Context: an optimization exercise on an open-source flow, tuned for small area. The choices shown serve that exercise and are no tape-out recipe. The RTL was checked by simulation tests, not by an equivalence proof against the original design.

== job 6488 ==
==> flow/design.v <==
module axis_lbus_seg_packer #(
  parameter int NSEG      = 4,
  parameter int SEG_BYTES = 16
) (
  input  logic                      clk,
  input  logic                      rst_n,
  input  logic [NSEG*128-1:0]       s_axis_tdata,
  input  logic [NSEG*SEG_BYTES-1:0] s_axis_tkeep,
  input  logic                      s_axis_tlast,
  input  logic                      s_axis_tvalid,
  output logic                      s_axis_tready,
  output logic [NSEG*128-1:0]       lbus_data,
  output logic [NSEG-1:0]           lbus_ena,
  output logic [NSEG-1:0]           lbus_sop,
  output logic [NSEG-1:0]           lbus_eop,
  output logic [NSEG-1:0]           lbus_err,
  output logic [NSEG*4-1:0]         lbus_mty,
  input  logic                      lbus_rdy
);
  localparam int PW = NSEG*128 + NSEG*4 + 2;   
  logic [NSEG-1:0]   cv_ena;
  logic [NSEG*4-1:0] cv_mty;
  logic              any_en, cv_err;
  logic tready_q, skid_v_q, in_pkt_q, bad_pkt_q, out_pkt_q;
  logic [PW-1:0] cv_pay, skid_q, out_q, m_pay;
  logic          out_eop_q, out_err_q;
  assign any_en = |s_axis_tkeep;
  always_comb begin : convert
    cv_ena = '0;
    cv_mty = '0;
    for (int s = 0; s < NSEG; s++) begin
      cv_ena[s] = |s_axis_tkeep[SEG_BYTES*s +: SEG_BYTES];
      for (int b = SEG_BYTES-1; b >= 0; b--) begin
        if (s_axis_tkeep[SEG_BYTES*s + b]) cv_mty[4*s +: 4] = 4'(b);
      end
    end
    if (!any_en) begin
      cv_ena[0]   = s_axis_tlast;
      cv_mty[3:0] = {4{s_axis_tlast}};
    end
  end
  logic viol;
  always_comb begin : keep_check
    logic below, above;
    logic [NSEG-1:0] en;
    viol  = 1'b0;
    below = 1'b0;
    for (int s = 0; s < NSEG; s++) en[s] = |s_axis_tkeep[SEG_BYTES*s +: SEG_BYTES];
    for (int s = 0; s < NSEG; s++) begin
      above = 1'b0;
      for (int t = 0; t < NSEG; t++) if (t > s) above = above | en[t];
      if (en[s]) begin
        for (int b = 0; b < SEG_BYTES-1; b++)
          if (s_axis_tkeep[SEG_BYTES*s + b] && !s_axis_tkeep[SEG_BYTES*s + b + 1]) viol = 1'b1;
        if (!s_axis_tkeep[SEG_BYTES*s] && (above || !s_axis_tlast)) viol = 1'b1;
      end else begin
        if (below && above) viol = 1'b1;
        if (above && !below && in_pkt_q) viol = 1'b1;
        if (below && !above && !s_axis_tlast) viol = 1'b1;
      end
      below = below | en[s];
    end
  end
  assign cv_err = ~any_en | bad_pkt_q | viol;
  logic [NSEG-1:0] out_ena_q, skid_ena_q, m_ena;
  logic            out_v, adv, hold, push;
  logic            out_v2_q;   
  assign out_v = |out_ena_q;
  assign adv   = ~out_v | lbus_rdy;
  assign hold  = out_v2_q & ~lbus_rdy;
  assign push  = s_axis_tvalid & tready_q & (any_en | s_axis_tlast);
  assign m_ena = ({NSEG{s_axis_tvalid & tready_q}} & cv_ena) | ({NSEG{skid_v_q}} & skid_ena_q);
  always_ff @(posedge clk or negedge rst_n) begin
    if (!rst_n) begin
      out_ena_q <= '0;
      out_v2_q  <= 1'b0;
      skid_v_q  <= 1'b0;
      tready_q  <= 1'b0;
      in_pkt_q  <= 1'b0;
      bad_pkt_q <= 1'b0;
      out_pkt_q <= 1'b0;
    end else begin
      if (adv) out_ena_q <= m_ena;
      if (adv) out_v2_q  <= |m_ena;
      skid_v_q <= ~adv & (skid_v_q | push);
      tready_q <= ~(~adv & (skid_v_q | push));
      if (push) begin
        in_pkt_q  <= ~s_axis_tlast;
        bad_pkt_q <= ~s_axis_tlast & (bad_pkt_q | viol);
      end
      if (out_v & lbus_rdy) out_pkt_q <= ~out_eop_q;
    end
  end
  assign cv_pay = {cv_err, s_axis_tlast, cv_mty, s_axis_tdata};
  assign m_pay  = ({PW{tready_q}} & cv_pay) | ({PW{skid_v_q}} & skid_q);
  always_ff @(posedge clk) begin
    skid_ena_q <= m_ena;
    skid_q     <= m_pay;
    out_q      <= (m_pay & {PW{adv}}) | (out_q & {PW{hold}});
  end
  assign out_eop_q = out_q[PW-2];
  assign out_err_q = out_q[PW-1];
  logic [NSEG-1:0] lowest, highest;
  always_comb begin
    logic seen;
    seen = 1'b0;
    for (int s = 0; s < NSEG; s++) begin
      lowest[s] = out_ena_q[s] & ~seen;
      seen      = seen | out_ena_q[s];
    end
    seen = 1'b0;
    for (int s = NSEG-1; s >= 0; s--) begin
      highest[s] = out_ena_q[s] & ~seen;
      seen       = seen | out_ena_q[s];
    end
  end
  assign s_axis_tready = tready_q;
  assign lbus_data     = out_q[NSEG*128-1:0];
  assign lbus_mty      = out_q[NSEG*128 +: NSEG*4];
  assign lbus_ena      = out_ena_q;
  assign lbus_sop      = lowest & {NSEG{~out_pkt_q}};
  assign lbus_eop      = highest & {NSEG{out_eop_q}};
  assign lbus_err      = highest & {NSEG{out_eop_q & out_err_q}};
endmodule
export LEC_CHECK = 0
export ABC_AREA = 1
export CAP_MARGIN = 20
export CORE_AREA = 4 4 386 386
export DIE_AREA = 0 0 390 390
export SLEW_MARGIN = 20
create_clock -name core_clock -period 4.0 [get_ports {clk}]
standard.sh (not shown) runs the stock make flow with config.mk's settings and CLKGATE_MAP_FILE= SYNTH_SCRIPT=/design/flow/synth_recipe.tcl, a recipe that flattens the netlist after the stock synthesis.
==> flow/flow/run.sh <==
#!/bin/bash
# Standard layout, with the port buffers made of the smallest buffer cell and a clock tree
# of small clustered buffers without dummy loads.
set -euo pipefail
bash standard.sh "BUFFER_PORTS_ARGS=-buffer_cell sky130_fd_sc_hd__buf_1" REMOVE_ABC_BUFFERS=1 \
  "CTS_ARGS=-sink_clustering_enable -repair_clock_nets -sink_clustering_size 18 -sink_clustering_max_diameter 60 -buf_list sky130_fd_sc_hd__clkbuf_8 -dont_use_dummy_load" \
  finish > run_standard.log 2>&1
--- input diff job 6488..job 3261 ---
Settings: DIE_AREA now 0 0 640 140, was 0 0 390 390; CORE_AREA now 4 4 636 136, was 4 4 386 386.
==> flow/flow/run.sh <==
#!/bin/bash
# Standard layout, with the port buffers made of the smallest buffer cell and a clock tree
# of small clustered buffers without dummy loads.
set -euo pipefail
bash standard.sh "BUFFER_PORTS_ARGS=-buffer_cell sky130_fd_sc_hd__buf_1" REMOVE_ABC_BUFFERS=1 \
  "CTS_ARGS=-sink_clustering_enable -repair_clock_nets -sink_clustering_size 16 -sink_clustering_max_diameter 45 -buf_list sky130_fd_sc_hd__clkbuf_8 -dont_use_dummy_load" \
  finish > run_standard.log 2>&1
--- outcome ---
- Both conditions hold for job 3261: the flow ran to the end and the final layout passed the timing, design-rule and antenna checks.
- Launch point of the critical path = tready_q: job 3261; launch point of the critical path = out_ena_q[3]: job 6488
- In the final reports, the cell area of job 3261 is smaller than that of job 6488.
- Diff job 6488 -> job 3261 | actual slew at the worst max-slew pin | increase of 0.0035 ns
- On via count, job 6488 loses to job 3261.
[inputs] job 6427 vs job 3261
Settings: swapping 20 for 0 in SLEW_MARGIN; swapping 4 4 636 136 for 4 4 386 386 in CORE_AREA; swapping 0 0 640 140 for 0 0 390 390 in DIE_AREA; swapping 20 for 0 in CAP_MARGIN.
==> flow/flow/run.sh <==
#!/bin/bash
# Standard layout, with the port buffers made of the smallest buffer cell and a clock tree
# of small clustered buffers without dummy loads.
set -euo pipefail
bash standard.sh "BUFFER_PORTS_ARGS=-buffer_cell sky130_fd_sc_hd__buf_1" \
  "CTS_ARGS=-sink_clustering_enable -repair_clock_nets -sink_clustering_size 12 -sink_clustering_max_diameter 40 -buf_list sky130_fd_sc_hd__clkbuf_4 -dont_use_dummy_load" \
  finish > run_standard.log 2>&1
==> run notes <==
Placeable core region in job 6427 is 0.062 mm² higher than in job 3261
Delta (job 6427 minus job 3261): number of buffers added to fix hold violations after cts increased by 514 relative to the old numbers, met2 routed wirelength increased 10 mm.
Count of routing violations after the opening detailed-route iteration | job 6427 below job 3261
Relative to job 6427, the following input files were edited for job 6170:
Settings: SLEW_MARGIN changed from 0 to 20; CAP_MARGIN changed from 0 to 20.
==> flow/flow/run.sh <==
#!/bin/bash
# Standard layout, with the port buffers made of the smallest buffer cell and a clock tree
# of small clustered buffers without dummy loads.
set -euo pipefail
bash standard.sh "BUFFER_PORTS_ARGS=-buffer_cell sky130_fd_sc_hd__buf_1" REMOVE_ABC_BUFFERS=1 \
  "CTS_ARGS=-sink_clustering_enable -repair_clock_nets -sink_clustering_size 20 -sink_clustering_max_diameter 60 -buf_list sky130_fd_sc_hd__clkbuf_8 -dont_use_dummy_load" \
  finish > run_standard.log 2>&1
Results
- Job 6170 ended with every stage complete and zero timing, DRC or antenna violations.
- In job 6170, largest fanout on the critical path is higher than in job 6427.
- Job 6170 — sequential share of layout area 6.0 points higher, job 6427 as reference
- Chip width: job 6170 vs job 6427 identical
- Pin count of the biggest net entering global routing (job 6170 vs. job 6427) increases by more than a quarter
- Clock buffer instance count of the final layout (lower): job 6170
- Taking job 6427 as the reference point, the fmax of job 6170 rises by 0.056 GHz.
- Looking at job 6427 and job 6170, the via count normalized by instance count is a wash.
- Register-to-register setup slack (higher): job 6170
- The top routing layer in use comes out met4 in one run and met5 in the other, namely in job 6170 and job 6427 respectively.
- Of job 6170 and job 6427, it is job 6170 that has the higher worst setup slack.

## what the ideal ports hide
Ports are ideal in the flow. The routed layouts listed here were re-timed in OpenROAD.
Step 1 sets driving cells, clkbuf_16 on the clock port and buf_2 on the other inputs (assumed; they add their load-dependent delay and slew).
Step 2 times the ports against the registers' clock, not the clock port: input delays grow and output delays shrink by t, the midpoint of the rising clock arrivals with the driver on.
Slacks: ideal ports / drivers / drivers and shift; pairs: ideal ports / drivers.
| run | t (ns) | slack for setup (ns) | hold WS [ns] | slew at the worst register clock pin (ns) | cell pins on the clock port's net |
|---|---|---|---|---|---|
| job 6488 | 0.805 | 1.211 / 1.138 / 1.207 | 0.255 / 0.207 / 0.455 | 0.12 / 0.12 | 1 |
| job 3261 | 0.704 | 1.220 / 1.185 / 1.171 | 0.127 / 0.150 / 0.456 | 0.12 / 0.12 | 1 |
| job 6427 | 1.073 | 0.726 / 0.649 / 0.568 | 0.252 / 0.215 / 0.450 | 0.12 / 0.12 | 1 |
| job 6170 | 0.793 | 1.232 / 1.158 / 1.182 | 0.247 / 0.200 / 0.455 | 0.12 / 0.12 | 1 |
After both steps setup and hold are still met in every run listed. For job 6427, which loses most, drivers alone change the setup slack by -0.077 ns; drivers and shift together by -0.158 ns.
